Source: an optimization exercise on an open RTL-to-GDS flow (aim: small area and a short achievable clock period). Production flows keep margins and buffers that such runs may drop.
No activity file was given, so power comes from the tool's default toggle rates.

==> flow/design.v <==
module psram_rsp #(
    parameter int unsigned MEM_AW = 8
) (
    input  logic        clk_i,
    input  logic        rst_i,
    input  logic [7:0]  cfg_rcmd_i,
    input  logic [7:0]  cfg_wcmd_i,
    input  logic [7:0]  cfg_mrcmd_i,
    input  logic [7:0]  cfg_mwcmd_i,
    input  logic [7:0]  cfg_rlc_i,
    input  logic [7:0]  cfg_wlc_i,
    input  logic        psram_sck_i,
    input  logic        psram_ce_i,
    input  logic [7:0]  psram_io_in_i,
    input  logic        psram_dqs_in_i,
    output logic [7:0]  psram_io_out_o,
    output logic        psram_io_en_o,
    output logic        psram_dqs_out_o,
    output logic        psram_dqs_en_o,
    output logic [31:0] mr_o,
    output logic        err_o
);
    localparam int NPS = 2, NRG = 2;
    localparam int S_IDLE = 0, S_INST = 1, S_ADDR = 2, S_LATN = 3,
                   S_WDATA = 4, S_RDATA = 5, S_MWR = 6, S_IGNR = 7;
    logic              sck_q, edge_q, rise_q, ce_q, dqs_q;
    logic [3:0]        colp_q;          
    logic [7:0]        io_q;
    logic [7:0]        st_q, st_d;
    logic              armed_q;
    logic              inst_got_q;
    logic [7:0]        opcode_q;
    logic [7:0]        ptr_q, ptr_d;
    logic [1:0]        byte_cnt_q;
    logic [7:0]        lat_q;
    logic              is_wr_q;
    logic              is_mr_q;
    logic              mwr_done_q;
    logic [3:0][7:0]   mr_q;
    logic [7:0]        io_out_q;
    logic              io_en_q;
    logic              dqs_out_q;
    logic              dqs_en_q;
    logic [3:0][7:0]   sd_q;            
    logic [3:0][3:0]   soh_q;           
    logic [3:0][3:0]   spos_q;          
    logic [3:0]        sl0_q, sl8_q;    
    logic [3:0]        mwsel_q;         
    logic [15:0][15:0][7:0] ring_q;     
    logic [3:0]        ph_q;
    logic [15:0]       rsel_q, rsel_d;  
    logic [NPS-1:0][15:0] psel_q, psel_d;  
    logic [NRG-1:0][7:0] rdp_q;         
    logic edge_c, rise_c, go_c;
    logic [7:0] rd_or_c;
    logic idle_go_c, inst_cap_c, inst_go_c, addr_edge_c, addr4_c;
    logic m_r_c, m_w_c, m_mr_c, m_mw_c, any_lat_c;
    logic lat_rise_c, lat_done_c, rd_start_c, rd_edge_c, wr_edge_c, inc_c, mr_wr_c;
    assign edge_c = edge_q;
    assign rise_c = rise_q;
    assign go_c   = ~ce_q;
    assign m_r_c     = (opcode_q == cfg_rcmd_i);
    assign m_w_c     = (opcode_q == cfg_wcmd_i);
    assign m_mr_c    = (opcode_q == cfg_mrcmd_i);
    assign m_mw_c    = (opcode_q == cfg_mwcmd_i);
    assign any_lat_c = m_r_c | m_w_c | m_mr_c;
    assign idle_go_c   = go_c & st_q[S_IDLE] & armed_q;
    assign inst_cap_c  = go_c & st_q[S_INST] & rise_c & ~inst_got_q;
    assign inst_go_c   = go_c & st_q[S_INST] & edge_c & inst_got_q;
    assign addr_edge_c = go_c & st_q[S_ADDR] & edge_c;
    assign addr4_c     = addr_edge_c & (byte_cnt_q == 2'd3);
    assign lat_rise_c  = go_c & st_q[S_LATN] & rise_c;
    assign lat_done_c  = lat_rise_c & (lat_q == 8'd0);
    assign rd_start_c  = lat_done_c & ~is_wr_q;
    assign rd_edge_c   = go_c & st_q[S_RDATA] & edge_c;
    assign wr_edge_c   = go_c & st_q[S_WDATA] & edge_c;
    assign mr_wr_c     = go_c & st_q[S_MWR] & edge_c & ~mwr_done_q;
    assign inc_c       = rd_start_c | rd_edge_c | wr_edge_c;
    always_comb begin
        st_d[S_IDLE]  = ce_q | (st_q[S_IDLE] & ~armed_q);
        st_d[S_INST]  = idle_go_c | (go_c & st_q[S_INST] & ~(edge_c & inst_got_q));
        st_d[S_ADDR]  = inst_go_c | (go_c & st_q[S_ADDR] & ~addr4_c);
        st_d[S_LATN]  = (addr4_c & any_lat_c) | (go_c & st_q[S_LATN] & ~lat_done_c);
        st_d[S_WDATA] = (lat_done_c & is_wr_q) | (go_c & st_q[S_WDATA]);
        st_d[S_RDATA] = rd_start_c | (go_c & st_q[S_RDATA]);
        st_d[S_MWR]   = (addr4_c & ~any_lat_c & m_mw_c) | (go_c & st_q[S_MWR]);
        st_d[S_IGNR]  = (addr4_c & ~any_lat_c & ~m_mw_c) | (go_c & st_q[S_IGNR]);
    end
    assign ptr_d = addr_edge_c ? io_q : inc_c ? ptr_q + 8'd1 : ptr_q;
    always_ff @(posedge clk_i or posedge rst_i) begin
        if (rst_i) begin
            sck_q      <= 1'b0;
            edge_q     <= 1'b0;
            rise_q     <= 1'b0;
            ce_q       <= 1'b0;
            st_q       <= 8'b1 << S_IDLE;
            armed_q    <= 1'b0;
            mr_q       <= '0;
            io_out_q   <= 8'd0;
            io_en_q    <= 1'b0;
            dqs_out_q  <= 1'b0;
            dqs_en_q   <= 1'b0;
        end else begin
            sck_q      <= psram_sck_i;
            edge_q     <= psram_sck_i ^ sck_q;
            rise_q     <= psram_sck_i & ~sck_q;
            ce_q       <= psram_ce_i;
            st_q       <= st_d;
            armed_q    <= armed_q | ce_q;
            for (int k = 0; k < 4; k++) begin
                if (mr_wr_c && mwsel_q[k]) begin
                    mr_q[k] <= io_q;
                end
            end
            if (rd_start_c || rd_edge_c) begin
                io_out_q <= is_mr_q ? mr_q[ptr_q[1:0]] : rd_or_c;
            end
            if (rd_start_c) begin
                dqs_out_q <= 1'b0;
            end else if (rd_edge_c) begin
                dqs_out_q <= ~dqs_out_q;
            end
            io_en_q  <= rd_start_c | (go_c & io_en_q);
            dqs_en_q <= rd_start_c | (go_c & dqs_en_q);
        end
    end
    always_ff @(posedge clk_i) begin
        io_q  <= psram_io_in_i;
        colp_q <= psram_io_in_i[7:4] + ph_q + 4'd1;
        dqs_q <= psram_dqs_in_i;
        if (idle_go_c) begin
            inst_got_q <= 1'b0;
        end else if (inst_cap_c) begin
            inst_got_q <= 1'b1;
        end
        if (inst_cap_c) begin
            opcode_q <= io_q;
        end
        if (inst_go_c) begin
            byte_cnt_q <= 2'd0;
        end else if (addr_edge_c) begin
            byte_cnt_q <= byte_cnt_q + 2'd1;
        end
        if (addr4_c) begin
            lat_q      <= (~m_r_c & m_w_c) ? cfg_wlc_i : cfg_rlc_i;
            is_wr_q    <= ~m_r_c & m_w_c;
            is_mr_q    <= ~m_r_c & ~m_w_c & m_mr_c;
            mwr_done_q <= 1'b0;
        end else if (lat_rise_c && !lat_done_c) begin
            lat_q <= lat_q - 8'd1;
        end else if (mr_wr_c) begin
            mwr_done_q <= 1'b1;
        end
    end
    logic [3:0]  ld_col_c, ld_pos_c;
    logic [15:0][7:0] rd_ring_c;
    logic [NRG-1:0][7:0] rd_grp_c;
    assign ld_col_c = colp_q;
    always_comb begin
        for (int g = 0; g < NPS; g++) begin
            if (addr_edge_c) begin
                psel_d[g] = 16'b1 << ld_col_c;
            end else if (inc_c && rsel_q[15]) begin
                psel_d[g] = {psel_q[g][13:0], psel_q[g][15:14]};
            end else begin
                psel_d[g] = {psel_q[g][14:0], psel_q[g][15]};
            end
        end
        if (addr_edge_c) begin
            rsel_d = 16'b1 << io_q[3:0];
        end else if (inc_c) begin
            rsel_d = {rsel_q[14:0], rsel_q[15]};
        end else begin
            rsel_d = rsel_q;
        end
    end
    always_comb begin
        for (int r = 0; r < 16; r++) begin
            rd_ring_c[r] = '0;
            for (int p = 0; p < 16; p++) begin
                rd_ring_c[r] = rd_ring_c[r] | ({8{psel_q[r / (16 / NPS)][p]}} & ring_q[r][p]);
            end
        end
        for (int g = 0; g < NRG; g++) begin
            rd_grp_c[g] = '0;
            for (int r = (16 / NRG) * g; r < (16 / NRG) * (g + 1); r++) begin
                rd_grp_c[g] = rd_grp_c[g] | ({8{rsel_q[r]}} & rd_ring_c[r]);
            end
        end
    end
    always_comb begin
        rd_or_c = '0;
        for (int g = 0; g < NRG; g++) begin
            rd_or_c = rd_or_c | rdp_q[g];
        end
    end
    assign ld_pos_c = ptr_q[7:4] + ph_q;
    always_ff @(posedge clk_i) begin
        ptr_q  <= ptr_d;
        ph_q   <= ph_q + 4'd1;
        rsel_q <= rsel_d;
        psel_q <= psel_d;
        rdp_q  <= rd_grp_c;
        if (addr_edge_c) begin
            mwsel_q <= 4'b1 << io_q[1:0];
        end
        for (int e = 0; e < 4; e++) begin
            if (wr_edge_c && dqs_q && ptr_q[1:0] == 2'(e)) begin
                sd_q[e]   <= io_q;
                soh_q[e]  <= 4'b1 << ptr_q[3:2];
                spos_q[e] <= ld_pos_c;
                sl0_q[e]  <= (ld_pos_c == 4'd15);
                sl8_q[e]  <= (ld_pos_c == 4'd7);
            end else begin
                spos_q[e] <= spos_q[e] + 4'd1;
                sl0_q[e]  <= (spos_q[e] == 4'd14);
                sl8_q[e]  <= (spos_q[e] == 4'd6);
            end
        end
        for (int r = 0; r < 16; r++) begin
            for (int p = 0; p < 16; p++) begin
                if (p == 0 && sl0_q[r % 4] && soh_q[r % 4][r / 4]) begin
                    ring_q[r][p] <= sd_q[r % 4];
                end else if (p == 8 && sl8_q[r % 4] && soh_q[r % 4][r / 4]) begin
                    ring_q[r][p] <= sd_q[r % 4];
                end else begin
                    ring_q[r][p] <= ring_q[r][(p + 15) % 16];
                end
            end
        end
    end
    assign psram_io_out_o  = io_out_q;
    assign psram_io_en_o   = io_en_q;
    assign psram_dqs_out_o = dqs_out_q;
    assign psram_dqs_en_o  = dqs_en_q;
    assign mr_o            = mr_q;
    logic       ce_prev_q, ce_fall_c, unknown_c;
    logic [1:0] guard_q, guard_d;
    logic       err_q, err_d;
    assign ce_fall_c = ce_prev_q & ~ce_q;
    assign unknown_c = addr4_c & ~any_lat_c & ~m_mw_c;
    always_comb begin
        guard_d = guard_q;
        if (ce_fall_c) begin
            guard_d = 2'd2;
        end else if (guard_q != 2'd0) begin
            guard_d = guard_q - 2'd1;
        end
        err_d = err_q;
        if (unknown_c) begin
            err_d = 1'b1;
        end
        if (ce_q && (st_q[S_INST] || st_q[S_ADDR] || st_q[S_LATN])) begin
            err_d = 1'b1;
        end
        if (edge_c && !ce_q && (ce_fall_c || guard_q != 2'd0)) begin
            err_d = 1'b1;
        end
    end
    always_ff @(posedge clk_i or posedge rst_i) begin
        if (rst_i) begin
            ce_prev_q <= 1'b0;
            guard_q   <= 2'd0;
            err_q     <= 1'b0;
        end else begin
            ce_prev_q <= ce_q;
            guard_q   <= guard_d;
            err_q     <= err_d;
        end
    end
    assign err_o = err_q;
endmodule
export LEC_CHECK = 0
export CAP_MARGIN = 20
export CORE_MARGIN = 2
export CORE_UTILIZATION = 65
export SETUP_SLACK_MARGIN = 3.7
export SLEW_MARGIN = 20
create_clock -name core_clock -period 6.0 [get_ports {clk_i}]
standard.sh (not shown) runs the stock make flow with config.mk's settings and CLKGATE_MAP_FILE= SYNTH_SCRIPT=/design/flow/synth_recipe.tcl, a recipe that flattens the netlist after the stock synthesis.
==> flow/flow/run.sh <==
#!/bin/bash
# The standard layout (standard.sh), with these changes:
#  * plain buf_4 buffers on the ports instead of the delay buffers that buffer_ports
#    picks by default;
#  * clock tree synthesis without dummy loads, with clkbuf_16 buffers and larger sink
#    clusters than the default (fewer leaf buffers).
# ORFS's own logs stay in orfs/logs; standard.sh's output goes to standard.log.
set -e
bash standard.sh \
  BUFFER_PORTS_ARGS="-buffer_cell sky130_fd_sc_hd__buf_4" \
  CTS_ARGS="-sink_clustering_enable -repair_clock_nets -dont_use_dummy_load -buf_list sky130_fd_sc_hd__clkbuf_16 -sink_clustering_size 25 -sink_clustering_max_diameter 80" \
  finish > standard.log 2>&1
The first run ran to the end with no violations.
Edit:
--- a/flow/design.v
+++ b/flow/design.v
@@ -41,15 +41,14 @@
     logic              io_en_q;
     logic              dqs_out_q;
     logic              dqs_en_q;
     logic [3:0][7:0]   sd_q;            
-    logic [3:0][3:0]   soh_q;           
+    logic [3:0][1:0]   sh_q;            
     logic [3:0][3:0]   spos_q;          
-    logic [3:0]        sl0_q, sl8_q;    
     logic [3:0]        mwsel_q;         
     logic [15:0][15:0][7:0] ring_q;     
     logic [3:0]        ph_q;
-    logic [15:0]       rsel_q, rsel_d;  
+    logic [15:0]       rsel_c;          
     logic [NPS-1:0][15:0] psel_q, psel_d;  
     logic [NRG-1:0][7:0] rdp_q;         
     logic edge_c, rise_c, go_c;
     logic [7:0] rd_or_c;
@@ -159,21 +158,15 @@
     always_comb begin
         for (int g = 0; g < NPS; g++) begin
             if (addr_edge_c) begin
                 psel_d[g] = 16'b1 << ld_col_c;
-            end else if (inc_c && rsel_q[15]) begin
+            end else if (inc_c && ptr_q[3:0] == 4'd15) begin
                 psel_d[g] = {psel_q[g][13:0], psel_q[g][15:14]};
             end else begin
                 psel_d[g] = {psel_q[g][14:0], psel_q[g][15]};
             end
         end
-        if (addr_edge_c) begin
-            rsel_d = 16'b1 << io_q[3:0];
-        end else if (inc_c) begin
-            rsel_d = {rsel_q[14:0], rsel_q[15]};
-        end else begin
-            rsel_d = rsel_q;
-        end
+        rsel_c = 16'b1 << ptr_q[3:0];
     end
     always_comb begin
         for (int r = 0; r < 16; r++) begin
             rd_ring_c[r] = '0;
@@ -183,9 +176,9 @@
         end
         for (int g = 0; g < NRG; g++) begin
             rd_grp_c[g] = '0;
             for (int r = (16 / NRG) * g; r < (16 / NRG) * (g + 1); r++) begin
-                rd_grp_c[g] = rd_grp_c[g] | ({8{rsel_q[r]}} & rd_ring_c[r]);
+                rd_grp_c[g] = rd_grp_c[g] | ({8{rsel_c[r]}} & rd_ring_c[r]);
             end
         end
     end
     always_comb begin
@@ -197,32 +190,27 @@
     assign ld_pos_c = ptr_q[7:4] + ph_q;
     always_ff @(posedge clk_i) begin
         ptr_q  <= ptr_d;
         ph_q   <= ph_q + 4'd1;
-        rsel_q <= rsel_d;
         psel_q <= psel_d;
         rdp_q  <= rd_grp_c;
         if (addr_edge_c) begin
             mwsel_q <= 4'b1 << io_q[1:0];
         end
         for (int e = 0; e < 4; e++) begin
             if (wr_edge_c && dqs_q && ptr_q[1:0] == 2'(e)) begin
                 sd_q[e]   <= io_q;
-                soh_q[e]  <= 4'b1 << ptr_q[3:2];
+                sh_q[e]   <= ptr_q[3:2];
                 spos_q[e] <= ld_pos_c;
-                sl0_q[e]  <= (ld_pos_c == 4'd15);
-                sl8_q[e]  <= (ld_pos_c == 4'd7);
             end else begin
                 spos_q[e] <= spos_q[e] + 4'd1;
-                sl0_q[e]  <= (spos_q[e] == 4'd14);
-                sl8_q[e]  <= (spos_q[e] == 4'd6);
             end
         end
         for (int r = 0; r < 16; r++) begin
             for (int p = 0; p < 16; p++) begin
-                if (p == 0 && sl0_q[r % 4] && soh_q[r % 4][r / 4]) begin
+                if (p == 0 && spos_q[r % 4] == 4'd15 && sh_q[r % 4] == 2'(r / 4)) begin
                     ring_q[r][p] <= sd_q[r % 4];
-                end else if (p == 8 && sl8_q[r % 4] && soh_q[r % 4][r / 4]) begin
+                end else if (p == 8 && spos_q[r % 4] == 4'd7 && sh_q[r % 4] == 2'(r / 4)) begin
                     ring_q[r][p] <= sd_q[r % 4];
                 end else begin
                     ring_q[r][p] <= ring_q[r][(p + 15) % 16];
                 end
What happened:
- The new run produced a clean layout
- critical path depth stays the same
- first-iteration DRC count climbs by about 13%
- core utilization is higher by 1.5 points
- sequential power hardly moves
- via count rises by 1.3%
- worst setup slack gets better by 0.019 ns
- total power went down by about 1.1%
- die area falls by 0.76%
- global-route usage increases by 2.6 points
- wire length came out higher by 6.0%
No run of this note included a check of the RTL's function; only the layout flow was run.

==> re-timing with driven ports <==
No port has a modelled driver above. Below, the same layouts with a new extraction and two added sets of constraints. Step 1 (the two cells are an assumption about what drives the block):
set clk [get_ports {clk_i}]
set_driving_cell -lib_cell sky130_fd_sc_hd__clkbuf_16 $clk
set_driving_cell -lib_cell sky130_fd_sc_hd__buf_2 [delete_from_list [all_inputs] $clk]
Step 2 times the ports against the registers' clock, not the clock port: input delays grow and output delays shrink by t, the midpoint of the rising clock arrivals with the driver on. Three values: no drivers, after step 1, after step 2; two values: the first two.
| run | t (ns) | slack for setup (ns) | worst setup path at the end |
|---|---|---|---|
| the first run | 0.787 | 3.510 / 3.427 / 3.218 | input to register |
| the second run | 0.754 | 3.530 / 3.457 / 3.189 | input to register |
After both steps setup and hold are still met in every run listed. The setup slack of the second run, which loses most, moves by -0.073 ns with the drivers and by -0.341 ns with both steps.
